Background: an optimization exercise with open tools, aiming at small area, a short achievable clock period and few clock cycles. Do not read the settings as production practice.
Only simulation tests tie the RTL to the original design; equivalence was not proved.
Power and IR drop assume default switching activity.

File: design/flow/design.v
package tbc_pkg;
    localparam int CAPACITY = 64;
    localparam int ADDR_W   = $clog2(CAPACITY);
    localparam int CNT_W    = $clog2(CAPACITY + 1);
    localparam int CHAR_W   = 8;
    localparam int OPCODE_W = 3;
    localparam int COUNT_W  = 7;
    localparam int CMD_W    = 3 + CHAR_W + COUNT_W;
    localparam logic [OPCODE_W-1:0] OP_INSERT     = 3'd0;
    localparam logic [OPCODE_W-1:0] OP_DELETE     = 3'd1;
    localparam logic [OPCODE_W-1:0] OP_MOVE_LEFT  = 3'd2;
    localparam logic [OPCODE_W-1:0] OP_MOVE_RIGHT = 3'd3;
    localparam logic [OPCODE_W-1:0] OP_SHOW_RIGHT = 3'd4;
    localparam logic [OPCODE_W-1:0] OP_FULL_TEXT  = 3'd5;
    typedef struct packed {
        logic [OPCODE_W-1:0] opcode;
        logic [CHAR_W-1:0]   char_in;
        logic [COUNT_W-1:0]  count;
    } in_t;
    typedef struct packed {
        logic [CHAR_W-1:0]  char_out;
        logic               char_valid;
        logic [COUNT_W-1:0] cursor_pos;
        logic [COUNT_W-1:0] text_length;
        logic [COUNT_W-1:0] done_count;
        logic               full_error;
        logic               last;
    } out_t;
endpackage
module tbc_front (
    input  logic          clk,
    input  logic          rst_n,
    input  logic          in_valid,
    output logic          in_ready,
    input  tbc_pkg::in_t  in_data,
    output logic          req_valid,
    input  logic          req_pop,
    output tbc_pkg::in_t  req
);
    logic         a_valid_reg;
    logic         b_valid_reg;
    tbc_pkg::in_t a_reg;
    tbc_pkg::in_t b_reg;
    logic         take;
    logic         a_load;
    assign in_ready  = !b_valid_reg;
    assign req_valid = a_valid_reg;
    assign req       = a_reg;
    assign take      = in_valid && !b_valid_reg;
    assign a_load    = !a_valid_reg || req_pop;
    always_ff @(posedge clk or negedge rst_n)
    begin
        if (!rst_n)
        begin
            a_valid_reg <= 1'b0;
            b_valid_reg <= 1'b0;
        end
        else if (a_load)
        begin
            a_valid_reg <= b_valid_reg || take;
            b_valid_reg <= 1'b0;
        end
        else if (take)
            b_valid_reg <= 1'b1;
    end
    always_ff @(posedge clk)
    begin
        if (a_load)
            a_reg <= b_valid_reg ? b_reg : in_data;
        if (!a_load && take)
            b_reg <= in_data;
    end
endmodule
module tbc_ram (
    input  logic       clk,
    input  logic [6:0] pos,       
    input  logic       ins,       
    input  logic       shr,       
    input  logic       shl,       
    input  logic [7:0] ch,
    input  logic [5:0] raddr,
    output logic [7:0] rdata
);
    logic [7:0] mem [64];
    for (genvar i = 0; i < 64; i++)
    begin : g_ent
        logic       at;
        logic       past;
        logic [7:0] lnb;
        logic [7:0] rnb;
        assign at   = (pos == 7'(i));
        assign past = (pos < 7'(i));
        if (i == 0) assign lnb = mem[0]; else assign lnb = mem[i-1];
        if (i == 63) assign rnb = mem[63]; else assign rnb = mem[i+1];
        always_ff @(posedge clk)
        begin
            if (ins && at)
                mem[i] <= ch;
            else if (shl && (at || past))
                mem[i] <= rnb;
            else if (shr && past)
                mem[i] <= lnb;
        end
    end
    assign rdata = mem[raddr];
endmodule
module tbc_back (
    input  logic          clk,
    input  logic          rst_n,
    input  logic          req_valid,
    output logic          req_pop,
    input  tbc_pkg::in_t  req,
    output logic          out_valid,
    input  logic          out_ready,
    output tbc_pkg::out_t out_data
);
    logic [6:0]    cur_reg, len_reg, rgt_reg;
    logic [6:0]    pos_reg, hole_reg;
    logic          strm_reg;
    logic [5:0]    rd_ptr_reg;
    logic [6:0]    rem_reg;
    logic          out_valid_reg;
    tbc_pkg::out_t out_reg;
    logic [6:0] cur_next, len_next, rgt_next, pos_next, hole_next;
    logic       strm_next;
    logic [5:0] rd_ptr_next;
    logic [6:0] rem_next;
    tbc_pkg::out_t out_next;
    logic       out_load;
    logic       out_free;
    logic       is_ins, is_del, is_ml, is_mr, is_sr, is_sa;
    logic       op_ok, fire;
    logic       full, aligned, hole_any, hole_one, hole_le1;
    logic [6:0] k;
    logic [7:0] cur_mk, rgt_mk, len_mk;
    logic       k_le_cur, k_le_rgt;
    logic [6:0] d_left, d_right, d_show;
    logic [6:0] hole_dec;
    logic       ins_fire, del_fire, show_fire;
    logic       ram_ins, ram_shr, ram_shl;
    logic [5:0] raddr;
    logic [7:0] rdata;
    assign k        = req.count;
    assign out_free = !out_valid_reg || out_ready;
    assign full     = len_reg[6];
    assign aligned  = (cur_reg == pos_reg);
    assign hole_any = (hole_reg != '0);
    assign hole_one = (hole_reg == 7'd1);
    assign hole_le1 = (hole_reg[6:1] == '0);
    assign is_ins = (req.opcode == tbc_pkg::OP_INSERT);
    assign is_del = (req.opcode == tbc_pkg::OP_DELETE);
    assign is_ml  = (req.opcode == tbc_pkg::OP_MOVE_LEFT);
    assign is_mr  = (req.opcode == tbc_pkg::OP_MOVE_RIGHT);
    assign is_sr  = (req.opcode == tbc_pkg::OP_SHOW_RIGHT);
    assign is_sa  = (req.opcode == tbc_pkg::OP_FULL_TEXT);
    assign op_ok = ((is_ins || is_del) ? aligned : 1'b1) &&
                   ((is_sr || is_sa) ? !hole_any : 1'b1);
    assign fire      = req_valid && !strm_reg && out_free && op_ok;
    assign req_pop   = fire;
    assign ins_fire  = fire && is_ins && !full;
    assign del_fire  = fire && is_del;
    assign show_fire = fire && (is_sr || is_sa);
    assign cur_mk   = {1'b0, cur_reg} - {1'b0, k};
    assign rgt_mk   = {1'b0, rgt_reg} - {1'b0, k};
    assign len_mk   = {1'b0, len_reg} - {1'b0, k};
    assign k_le_cur = !cur_mk[7];
    assign k_le_rgt = !rgt_mk[7];
    assign d_left   = k_le_cur ? k : cur_reg;
    assign d_right  = k_le_rgt ? k : rgt_reg;
    assign d_show   = is_sa ? len_reg : d_right;
    assign hole_dec = hole_any ? hole_reg - 7'd1 : 7'd0;
    assign ram_ins = ins_fire;
    assign ram_shr = ins_fire && !hole_any;
    assign ram_shl = hole_any && !(ins_fire && hole_one);
    assign raddr   = strm_reg ? rd_ptr_reg : (is_sa ? 6'd0 : cur_reg[5:0]);
    tbc_ram u_store (
        .clk   (clk),
        .pos   (pos_reg),
        .ins   (ram_ins),
        .shr   (ram_shr),
        .shl   (ram_shl),
        .ch    (req.char_in),
        .raddr (raddr),
        .rdata (rdata)
    );
    always_comb
    begin
        cur_next    = cur_reg;
        len_next    = len_reg;
        rgt_next    = rgt_reg;
        hole_next   = hole_dec;
        strm_next   = strm_reg;
        rd_ptr_next = rd_ptr_reg;
        rem_next    = rem_reg;
        out_next    = out_reg;
        out_load    = 1'b0;
        if (strm_reg)
        begin
            if (out_free)
            begin
                out_load          = 1'b1;
                out_next.char_out = rdata;
                out_next.last     = (rem_reg == 7'd1);
                rd_ptr_next       = rd_ptr_reg + 6'd1;
                rem_next          = rem_reg - 7'd1;
                strm_next         = (rem_reg != 7'd1);
            end
        end
        else if (fire)
        begin
            out_load            = 1'b1;
            out_next.char_out   = '0;
            out_next.char_valid = 1'b0;
            out_next.done_count = '0;
            out_next.full_error = 1'b0;
            out_next.last       = 1'b1;
            unique case (req.opcode)
                tbc_pkg::OP_INSERT:
                begin
                    if (full)
                        out_next.full_error = 1'b1;
                    else
                    begin
                        cur_next            = cur_reg + 7'd1;
                        len_next            = len_reg + 7'd1;
                        out_next.done_count = 7'd1;
                        if (hole_any && !hole_one)
                            hole_next = hole_reg - 7'd2;
                        else
                            hole_next = '0;
                    end
                end
                tbc_pkg::OP_DELETE:
                begin
                    cur_next            = k_le_cur ? cur_mk[6:0] : 7'd0;
                    len_next            = k_le_cur ? len_mk[6:0] : rgt_reg;
                    out_next.done_count = d_left;
                    hole_next           = hole_dec + d_left;
                end
                tbc_pkg::OP_MOVE_LEFT:
                begin
                    cur_next            = k_le_cur ? cur_mk[6:0] : 7'd0;
                    rgt_next            = k_le_cur ? rgt_reg + k : len_reg;
                    out_next.done_count = d_left;
                end
                tbc_pkg::OP_MOVE_RIGHT:
                begin
                    cur_next            = k_le_rgt ? cur_reg + k : len_reg;
                    rgt_next            = k_le_rgt ? rgt_mk[6:0] : 7'd0;
                    out_next.done_count = d_right;
                end
                tbc_pkg::OP_SHOW_RIGHT, tbc_pkg::OP_FULL_TEXT:
                begin
                    out_next.done_count = d_show;
                    if (d_show != '0)
                    begin
                        out_next.char_out   = rdata;
                        out_next.char_valid = 1'b1;
                        out_next.last       = (d_show == 7'd1);
                        strm_next           = (d_show != 7'd1);
                        rd_ptr_next         = raddr + 6'd1;
                        rem_next            = d_show - 7'd1;
                    end
                end
                default:
                begin
                end
            endcase
            out_next.cursor_pos  = cur_next;
            out_next.text_length = len_next;
        end
    end
    assign pos_next = (ins_fire || del_fire || hole_le1) ? cur_next : pos_reg;
    always_ff @(posedge clk or negedge rst_n)
    begin
        if (!rst_n)
        begin
            cur_reg       <= '0;
            len_reg       <= '0;
            rgt_reg       <= '0;
            pos_reg       <= '0;
            hole_reg      <= '0;
            strm_reg      <= 1'b0;
            rd_ptr_reg    <= '0;
            rem_reg       <= '0;
            out_valid_reg <= 1'b0;
            out_reg       <= '0;
        end
        else
        begin
            cur_reg       <= cur_next;
            len_reg       <= len_next;
            rgt_reg       <= rgt_next;
            pos_reg       <= pos_next;
            hole_reg      <= hole_next;
            strm_reg      <= strm_next;
            rd_ptr_reg    <= rd_ptr_next;
            rem_reg       <= rem_next;
            out_valid_reg <= out_load || (out_valid_reg && !out_ready);
            if (out_load)
                out_reg <= out_next;
        end
    end
    assign out_valid = out_valid_reg;
    assign out_data  = out_reg;
endmodule
module text_buffer_with_cursor (
    input  logic           clk,
    input  logic           rst_n,
    input  logic           in_valid,
    output logic           in_ready,
    input  logic [17:0]    in_data,
    output logic           out_valid,
    input  logic           out_ready,
    output logic [31:0]    out_data
);
    tbc_pkg::in_t  in_rec;
    tbc_pkg::out_t out_rec;
    assign in_rec   = in_data;
    assign out_data = out_rec;
    logic         req_valid;
    logic         req_pop;
    tbc_pkg::in_t req;
    tbc_front u_front (
        .clk       (clk),
        .rst_n     (rst_n),
        .in_valid  (in_valid),
        .in_ready  (in_ready),
        .in_data   (in_rec),
        .req_valid (req_valid),
        .req_pop   (req_pop),
        .req       (req)
    );
    tbc_back u_back (
        .clk       (clk),
        .rst_n     (rst_n),
        .req_valid (req_valid),
        .req_pop   (req_pop),
        .req       (req),
        .out_valid (out_valid),
        .out_ready (out_ready),
        .out_data  (out_rec)
    );
endmodule
File: design/flow/run.sh
#!/bin/bash
# synth_recipe.tcl (not shown) runs the flow's synth.tcl, then flattens the netlist and writes it again
# the make line also repeats each setting of config.mk as NAME=value (left out here)
make -C /OpenROAD-flow-scripts/flow DESIGN_CONFIG=/design/flow/config.mk WORK_HOME=/design/flow/orfs CLKGATE_MAP_FILE= SYNTH_SCRIPT=/design/flow/synth_recipe.tcl finish
File: design/flow/config.mk
export PLATFORM = sky130hd
export DESIGN_NAME = text_buffer_with_cursor
export DESIGN_NICKNAME = text_buffer_with_cursor
export VERILOG_FILES = /design/flow/design.v
export SDC_FILE = /design/flow/constraint.sdc
export NUM_CORES = 4
export LEC_CHECK = 0
export CAP_MARGIN = 20
export CORE_MARGIN = 2
export CORE_UTILIZATION = 40
export SLEW_MARGIN = 20
File: design/flow/constraint.sdc
create_clock -name core_clock -period 6.0 [get_ports {clk}]
set_input_delay 1.2000 -clock core_clock [delete_from_list [all_inputs] [get_ports {clk}]]
set_output_delay 1.2000 -clock core_clock [all_outputs]
set_load 0.01 [all_outputs]
==> flow_results.org <==
** Outcome
- Run status :: no timing/DRC/antenna violations

** Worst setup path
- Crit Path Category :: reg -> reg
- Crit path required time :: 6.57 ns
- Cell type with the highest occurrence count on the critical path :: sky130_fd_sc_hd__buf_4
- Slowest stage cell, crit path :: sky130_fd_sc_hd__dfrtp_1
- The signal on the critical path passes through mux2_2 -> nand2_1 -> inv_1 -> ha_1 -> and3_1 -> and4_1 -> a2111oi_0 -> buf_4 -> nand4_1 -> nor4_1 -> buf_4 -> o211ai_1 -> a22o_1.
- Crit Path Max Fanout :: 23
- STA classifies the critical path endpoint as a register.
- Data arrival at the endpoint of the critical path :: approximately 5.9 ns
- The endpoint identified for the worst register-to-register timing path is u_back.out_reg[31].
- The number of cells on the worst reg-to-reg path is 13.
- The largest single stage delay on the critical path is ~0.96 ns.
- The worst register-to-register path has a setup slack of between 0.6 and 0.7 ns.
- The startpoint identified for the worst register-to-register timing path is u_back.strm_reg.
- Kind of start point of the critical path :: register

** Cells and area
- Area of the multi-input gates :: 0.0204 mm2
- In the final layout, flip-flops and latches occupy around 0.019 mm2.
- Layout cells sized above 1 :: a little over an eighth
- After the last flow step, the layout net total stands at between 4000 and 5000.
- The finished cells cover 0.0459 mm2.
- The register with the most flip-flops in the layout has between 500 and 600 of them.
- Compared with the post-synthesis result, the final layout area differs by 14.9%.
- Number of inserted filler cells in the final layout :: ~9400
- Leading cell types in the layout, fill and taps excluded :: 665 x sky130_fd_sc_hd__nand2_1, 556 x sky130_fd_sc_hd__o21ai_0, 548 x sky130_fd_sc_hd__edfxtp_1
- Most common cell after layout, fill and taps aside :: sky130_fd_sc_hd__nand2_1

** Die
- The initialized floorplan defines 115 standard-cell rows.
- Initial Util :: a little over 40%
- In this run the vertical extent of the chip is ~320 um.
- The floorplan step defined a die boundary enclosing around 0.1 mm2.
- IO Pins :: 56
- Core area :: about 0.099 mm2
- From left edge to right edge, the die measures roughly 320 um.

** Synthesis
- When the netlist entered floorplanning its net count stood at a little over 4000.
- Portion of the post-synthesis area used by sequential elements :: between 40 and 50%
- After synthesis, the largest area contributor takes up roughly 41% of total cell area.
- Top cell type by total area after synthesis :: sky130_fd_sc_hd__edfxtp_1
- Of all flip-flops after synthesis, the portion carrying an async set or reset was between 10% and 20%.
- After synthesis, the cell types taking the most area are sky130_fd_sc_hd__edfxtp_1 41%, sky130_fd_sc_hd__mux2i_1 13%, sky130_fd_sc_hd__o21ai_0 7.1%.
- Synthesized flop and latch total :: around 630
- Mean Syn Cell Area :: 9.79 um2
- Summing every instance area after synthesis gives ~0.04 mm2.
- YS warnings :: 4
- Distinct cells, synth :: 83
- Counting flops with a built-in enable in the synthesized netlist gives 548.
- Top flip-flop cell by instance count after synthesis :: sky130_fd_sc_hd__edfxtp_1
- Synthesis handed over a netlist of ~4100 instances.

** Clocking
- Counting the buffers created by CTS gives 77.
- CTS placed an instance of sky130_fd_sc_hd__clkbuf_16 at the clock tree root.
- TritonCTS built the clock tree.
- Postcts setup bufs :: 0
- Latest clock arrival within the worst-skew pair :: 0.70 ns
- After clock tree synthesis, the clock-pin slew on the worst setup and hold paths is ~0.060 ns.
- CTS saw 632 sinks.
- Largest buffer count on any clock path :: 3
- PostCTS Resize Cnt :: 0
- CTS Hold Buffers Added :: 0
- The H-tree generated during clock tree synthesis spans 3 levels.

** Placed design
- Count of input and output buffers :: 55
- Placement-stage worst setup slack :: ~0.84 ns
- The placed instances occupy a cell area of 0.0434 mm2.
- At the end of routability-driven placement, the weighted congestion stood at between 1 and 1.5.
- Detail Placement HPWL :: about 190000 um

** Global route
- Met2 track demand over resource :: 62.8%
- Grt total ovfl :: 0
- Entering global routing, the biggest net connects 65 pins.
- The first global-routing pass estimated roughly 320000 um of wire.
- Number of antenna violations at the first check in global routing :: 60
- Met3 usage in global routing :: between 10% and 20%
- The via count of the first global-routing pass came to around 35000.
- Global routing consumed, on the met1 layer, between 60% and 70% of the routing resources.
- In the global route stage, overall resource usage came out at between 40% and 50%.
- In this run the most used layer during global routing was met1.

** Drt
- In the routed layout, each cell is associated on average with a via count of 6.93.
- The first routing iteration left 6799 violations.
- For this block, the via count after detailed routing is 38800.
- WL per Instance :: about 44 um
- In this run the remaining antenna-violating nets after routing total 0.
- First-pass iteration count of the detailed router :: 7
- Number of remaining DRC errors :: 0
- For this block, the routed nets add up to approximately 250000 um of wire.

** STA
- Actual slew at the worst max-slew pin :: roughly 1.2 ns
- Setup skew after layout :: between 0.02 and 0.03 ns
- Setup repair after global routing left no endpoint under its margin.
- Final slew viol count :: 0
- Post-route fraction of the period consumed by the critical path :: between 80 and 90%
- In this run the tightest slew margin relative to its limit is a little under a fifth.
- Worst Setup Slack, final :: between 0.6 and 0.7 ns
- Setup violations remaining at the end of the flow were counted as 0.
- In the final timing run, aggregate negative setup slack is 0 ns.
- Achievable Freq :: ~190 MHz
- For the finished layout, the period the worst path requires is between 5 and 6 ns.
- The number of hold-slack violations in the final timing report was 0.
- On the final layout, the worst hold slack is 0.466 ns.

** Pwr
- Cell internal power was estimated by the tool at between 15 and 20 mW.
- The clock network accounts for between 10 and 15% of the total power.
- In this run the power spent charging and discharging nets is about 20 mW.
- Across the VDD grid, the largest voltage drop is 0.609 mV.
- Power density of the placed cells :: roughly 800 mW/mm2
- In this run the static leakage power is 17.0 nW.
- Switching share of total power :: 53.1%
- Combinational logic burns 50.1% of the power.
- Registers are responsible for between 30% and 40% of the overall power.

** Hold path
- Worst Hold Class :: in -> async

** Flow run
- Max-cap viol count :: 0
==> how the worst max path moves through the flow <==
stage,start,to,slack (ns),cells after the start
floorplan,u_front.a_reg[1],u_back.hole_reg[6],1.62,19
global placement,out_ready,u_back.u_store.mem[42][1],0.87,10
detailed placement,out_ready,u_back.u_store.mem[42][5],0.84,10
CTS,u_back.strm_reg,u_back.out_reg[31],0.97,13
global route,u_front.a_reg[1],u_back.hole_reg[6],0.68,18
finish,u_back.strm_reg,u_back.out_reg[31],0.68,13
==> Yosys cell counts (all sizes together), types with 8 or more instances <==
master / n
nand3: 57
dfrtp: 84
mux2: 60
nand2: 684
buf: 53
nand4: 60
ha: 50
nand3b: 12
and4: 97
a21oi: 114
or2: 11
o21bai: 13
clkbuf: 220
a31oi: 9
o31ai: 16
nor4: 25
a22o: 20
o22ai: 10
inv: 51
nor2: 225
a32oi: 24
a221oi: 8
a22oi: 133
xnor2: 35
a21o: 21
or3: 12
nand2b: 17
o21ai: 571
and2: 11
edfxtp: 548
a2111oi: 29
o221ai: 14
xor2: 18
and3: 16
mux2i: 514
o211ai: 9
nor3: 115
a211o: 9
nor2b: 13
a211oi: 27
==> worst max-delay path: cells and delay by family, from the launching register on <==
family | cells | cell delay (ns)
fa+ha+maj | 1 | 0.29
buf+inv | 3 | 0.57
mux | 1 | 0.47
flops | 1 | 0.96
compound gates | 3 | 1.21
simple gates | 5 | 1.66
==> cell type report <==
cell class                      count  area share, %
Tap cell                         1287           3.51
Clock inverter                     44          0.918
Antenna cell                       37          0.202
Inverter                           51          0.417
Clock buffer                       99           4.44
Timing Repair Buffer              332           5.75
Sequential cell                   632           40.4
Multi-Input combinational cell   3124           44.3
==> power groups by stage <==
stage	Combinational, mW	Clock (mW)	Sequential (mW)
CTS	17.9	4.72	13.2
global placement	17.7	0	13.3
finish	18.6	4.70	13.8
floorplan	11.2	0	9.63
global route	19.4	4.87	13.4
detailed placement	17.8	0	13.3
==> routing by layer <==
layer | share of wire (%) | wire length, um
met3 | 13 | 32000
met5 | 0.12 | 299
met4 | 7.7 | 19000
met1 | 40 | 98400
met2 | 39 | 95600
==> metrics by stage <==
step | total power, mW | util [%] | cells
2_1_floorplan | 20.8 | - | 4080
3_3_place_gp | 31.0 | 43.9 | 5426
3_5_place_dp | 31.1 | 43.9 | 5426
4_1_cts | 35.8 | 46.4 | 5569
5_1_grt | 37.6 | 46.4 | 5575
6_report | 37.1 | 46.5 | 5606
==> cells by family after synthesis <==
family	share of synthesized area, %
muxes	14.6
adders and majority gates	1.87
xor gates and xnor gates	1.16
AOI/OAI and AO/OA	16.4
and+or+nand+nor	16.3
buffers and inverters	3.23
DFF	46.5
Testbench counts, summed over its fixed seeds: cycles 29,310.

==> re-timing with driven ports <==
No port has a modelled driver above. Below, the same layout with a new extraction and two added sets of constraints. Step 1 sets driving cells, clkbuf_16 on the clock port and buf_2 on the other inputs (assumed; they add their load-dependent delay and slew). Step 2, shift: input delay + t, output delay - t, t = (earliest + latest rising clock arrival at the registers) / 2. This alone moves slack from input paths to output paths. Three values: ideal ports, drivers, drivers and shift; two values: the first two.
t, ns: 0.758
setup slack, ns: 0.683 / 0.683 / 0.613
worst setup path after step 2: input to register
latest minus earliest clock arrival (ns): 0.031 / 0.032
worst slew at a driven data input, ns: 0.10
After both steps setup and hold are still met in this run. For this run, drivers alone change the setup slack by 0.000 ns; drivers and shift together by -0.070 ns.
